What follows belongs to an exercise in optimizing a design on an open flow for small area, a short achievable clock period and few clock cycles per item; a production flow would make more cautious choices. In this exercise RTL edits were held to simulation tests only and were not proved equivalent to the original. Power is estimated from default activity; no workload was simulated.

Setup of the previous run:
Design goertzel_power_detect, start of the top module:
module goertzel_power_detect #(
   parameter int OW       = 20,
   parameter int PW       = 2*OW+1,
   parameter int HOLD_ON  = 3,
   parameter int HOLD_OFF = 3
) (
   input  logic            i_clk,
   input  logic            i_rst,
   input  logic [2*OW-1:0] s_axis_tdata,
   input  logic            s_axis_tvalid,
   output logic            s_axis_tready,
   output logic [PW-1:0]   m_axis_tdata,
   output logic            m_axis_tuser,
   output logic            m_axis_tvalid,
   input  logic            m_axis_tready,
   input  logic [PW-1:0]   i_threshold,
   output logic            o_detect
);
   localparam bit c_INREG  = 1'b1;
   localparam bit c_MIDREG = 1'b1;
   localparam bit c_INMUX  = 1'b1;
   localparam bit c_ABS    = 1'b1;
   localparam bit c_INV    = 1'b1;
   localparam bit c_TREG   = 1'b0;
   localparam bit c_TDUP   = 1'b1;
   localparam int c_HMAX = (HOLD_ON > HOLD_OFF) ? HOLD_ON : HOLD_OFF;
   localparam int c_CW   = (c_HMAX > 1) ? $clog2(c_HMAX) : 1;
   logic            w_en;
   logic            w_v1, w_v2;
   logic            r_v3;
   logic [OW-1:0]   x_re, x_im;
   logic [76-1:0] w_mid_d, w_mid_q;
   logic [PW-1:0]   w_ra, w_rb;
   logic [PW-1:0]   w_sum;
   logic            w_hit;
   logic [PW-1:0]   r_pwr;
   logic            r_hit;
   logic            r_det;
   logic [c_CW-1:0] r_cnt, w_cnt_nxt;
   logic            w_det_nxt;
   assign w_en = !r_v3 || m_axis_tready;
   generate
      if (c_TDUP) begin : g_tdup
         logic r_nv3;
         always_ff @(posedge i_clk) begin
            if (i_rst)     r_nv3 <= 1'b1;
            else if (w_en) r_nv3 <= !w_v2;
         end
  ...
For scale: roughly 0.017 mm2 of cells after synthesis.
==> flow/config.mk <==
export PLATFORM = sky130hd
export DESIGN_NAME = goertzel_power_detect
export DESIGN_NICKNAME = goertzel_power_detect
export VERILOG_FILES = /design/flow/design.v
export SDC_FILE = /design/flow/constraint.sdc
export NUM_CORES = 4
export LEC_CHECK = 0
export CAP_MARGIN = 20
export CORE_MARGIN = 2
export CORE_UTILIZATION = 40
export CTS_BUF_LIST = sky130_fd_sc_hd__clkbuf_8
export SETUP_SLACK_MARGIN = 4.0
export SLEW_MARGIN = 20
export SYNTH_HIERARCHICAL = 1
export SYNTH_MINIMUM_KEEP_SIZE = 0
==> flow/constraint.sdc <==
create_clock -name core_clock -period 8.0 [get_ports {i_clk}]
set_input_delay 1.6000 -clock core_clock [delete_from_list [all_inputs] [get_ports {i_clk}]]
set_output_delay 1.6000 -clock core_clock [all_outputs]
set_load 0.01 [all_outputs]
standard.sh (not shown) runs the stock make flow with config.mk's settings and CLKGATE_MAP_FILE= SYNTH_SCRIPT=/design/flow/synth_recipe.tcl, a recipe that flattens the netlist after the stock synthesis.
==> flow/flow/run.sh <==
#!/bin/bash
# Standard ORFS layout (the standard.sh, standard synthesis unchanged),
# with the port buffers made from the smallest buffer cell.
set -euo pipefail
bash standard.sh BUFFER_PORTS_ARGS="-buffer_cell sky130_fd_sc_hd__buf_1" finish > standard_flow.log 2>&1
Testbench counts of the previous run, summed over its fixed seeds: cycles 2,072, items 2,048.
Input-level comparison between the current run and the previous run:
-- flow/config.mk --
<<< the previous run, line 11
export CTS_BUF_LIST = sky130_fd_sc_hd__clkbuf_8
export SETUP_SLACK_MARGIN = 4.0
export SLEW_MARGIN = 20
>>> the current run, line 11
export CTS_BUF_LIST = sky130_fd_sc_hd__clkbuf_8
export SETUP_SLACK_MARGIN = 4.3
export SLEW_MARGIN = 20
Comparing the current run and the previous run, number of global-route vias before repair is lower on the previous run. The lower combinational power of the current run and the previous run is in the previous run. When the current run is set beside the previous run, its design area turns out to be about 7% larger. Lower static power due to leakage among the current run and the previous run: the previous run. In the flow results for the current run and the previous run, the final wirelength is smaller on the previous run. Of the current run and the previous run, the lower final standard cell count with taps included and fillers excluded belongs to the previous run. Going from the previous run to the current run, power share of the clock group saw an increase, hold slack saw an increase, initial antenna violation count saw an increase, routability-driven placement congestion ratio saw an increase.


Another version of the RTL of goertzel_power_detect (not shown whole).
For scale: roughly 130 I/O pins, ~18000 µm² of cells after synthesis.
==> flow/config.mk <==
export PLATFORM = sky130hd
export DESIGN_NAME = goertzel_power_detect
export DESIGN_NICKNAME = goertzel_power_detect
export VERILOG_FILES = /design/flow/design.v
export SDC_FILE = /design/flow/constraint.sdc
export NUM_CORES = 4
export LEC_CHECK = 0
export CAP_MARGIN = 20
export CORE_MARGIN = 2
export CORE_UTILIZATION = 40
export CTS_BUF_LIST = sky130_fd_sc_hd__clkbuf_8
export SETUP_SLACK_MARGIN = 4.5
export SLEW_MARGIN = 20
export SYNTH_HIERARCHICAL = 1
export SYNTH_MINIMUM_KEEP_SIZE = 0
==> flow/constraint.sdc <==
create_clock -name core_clock -period 8.0 [get_ports {i_clk}]
set_input_delay 1.6000 -clock core_clock [delete_from_list [all_inputs] [get_ports {i_clk}]]
set_output_delay 1.6000 -clock core_clock [all_outputs]
set_load 0.01 [all_outputs]
Scripts as last shown in full above: flow/flow/run.sh
Testbench counts at the start, summed over its fixed seeds: cycles 2,072, items 2,048.
Edit:
SETUP_SLACK_MARGIN = 4.1   (was 4.5)
- area after synthesis stays the same
- total power is lower by 7.1%
- final cell count decreases by 4.2%
- worst setup slack degrades by 0.042 ns
- flip-flop and latch count does not change
- core utilization falls by 3.6 points
- design area went down by 7.3%
- global-route usage goes down by 2.4 points
- die area is unchanged


RTL: one of the versions met above, not the one the previous note started from.
For scale: roughly 160 flip-flops, ~130 I/O pins.
==> flow/design.v (excerpt) <==
module goertzel_power_detect #(
   parameter int OW       = 20,
   parameter int PW       = 2*OW+1,
   parameter int HOLD_ON  = 3,
   parameter int HOLD_OFF = 3
) (
   input  logic            i_clk,
   input  logic            i_rst,
   input  logic [2*OW-1:0] s_axis_tdata,
   input  logic            s_axis_tvalid,
   output logic            s_axis_tready,
   output logic [PW-1:0]   m_axis_tdata,
   output logic            m_axis_tuser,
   output logic            m_axis_tvalid,
   input  logic            m_axis_tready,
   input  logic [PW-1:0]   i_threshold,
   output logic            o_detect
);
clock: 8.0 ns
lec_check: 0
cap_margin: 20
core_margin: 2
core_utilization: 40
cts_buf_list: sky130_fd_sc_hd__clkbuf_8
setup_slack_margin: 4.4
slew_margin: 20
synth_hierarchical: 1
synth_minimum_keep_size: 0
Scripts as last shown in full above: flow/flow/run.sh
Testbench counts at the start, summed over its fixed seeds: cycles 2,072, items 2,048.
Next try:
Settings changed: SETUP_SLACK_MARGIN 4.4 to 4.2.
The new run passed the timing, design-rule and antenna checks.
Core utilization shrinks by 2.2 points.
Worst hold slack is better by 0.010 ns.
Final cell count falls by 2.6%.
Setup slack gets worse by 0.031 ns.
Power decreases by 1.9%.
Via count went down by 1.8%.
Critical path depth is unchanged.
Combinational power falls by 3.6%.

-- port drivers added, routing unchanged --
In the flow no input, the clock included, has a driving cell. The finished layouts below were timed again as built, in two steps.
Step 1 (the two cells are an assumption about what drives the block):
set clk [get_ports {i_clk}]
set_driving_cell -lib_cell sky130_fd_sc_hd__clkbuf_16 $clk
set_driving_cell -lib_cell sky130_fd_sc_hd__buf_2 [delete_from_list [all_inputs] $clk]
Step 2 moves the port delays by t, midway between the first and last clock arrival at a register: inputs arrive t later, outputs are due t later. That takes back most of the time a late clock gives input paths.
Slacks: ideal / step 1 / step 2; pairs: ideal / step 1.
run	shift t [ns]	setup slack, ns	worst setup path at the end	worst data-port slew with drivers (ns)	pins driven straight from the clock port
the previous run	0.559	4.095 / 4.095 / 3.603	input to register	0.06	1
the current run	0.565	4.261 / 4.261 / 3.832	input to register	0.07	1
the first run of note 2	0.575	4.210 / 4.210 / 3.881	input to register	0.06	1
the second run of note 2	0.577	4.168 / 4.168 / 3.647	input to register	0.06	1
the first run of note 3	0.564	4.271 / 4.271 / 3.877	input to register	0.06	1
the second run of note 3	0.570	4.240 / 4.232 / 3.726	input to register	0.06	1
After both steps setup and hold are still met in every run listed. The setup slack of the second run of note 2, which loses most, moves by 0.000 ns with the drivers and by -0.521 ns with both steps.
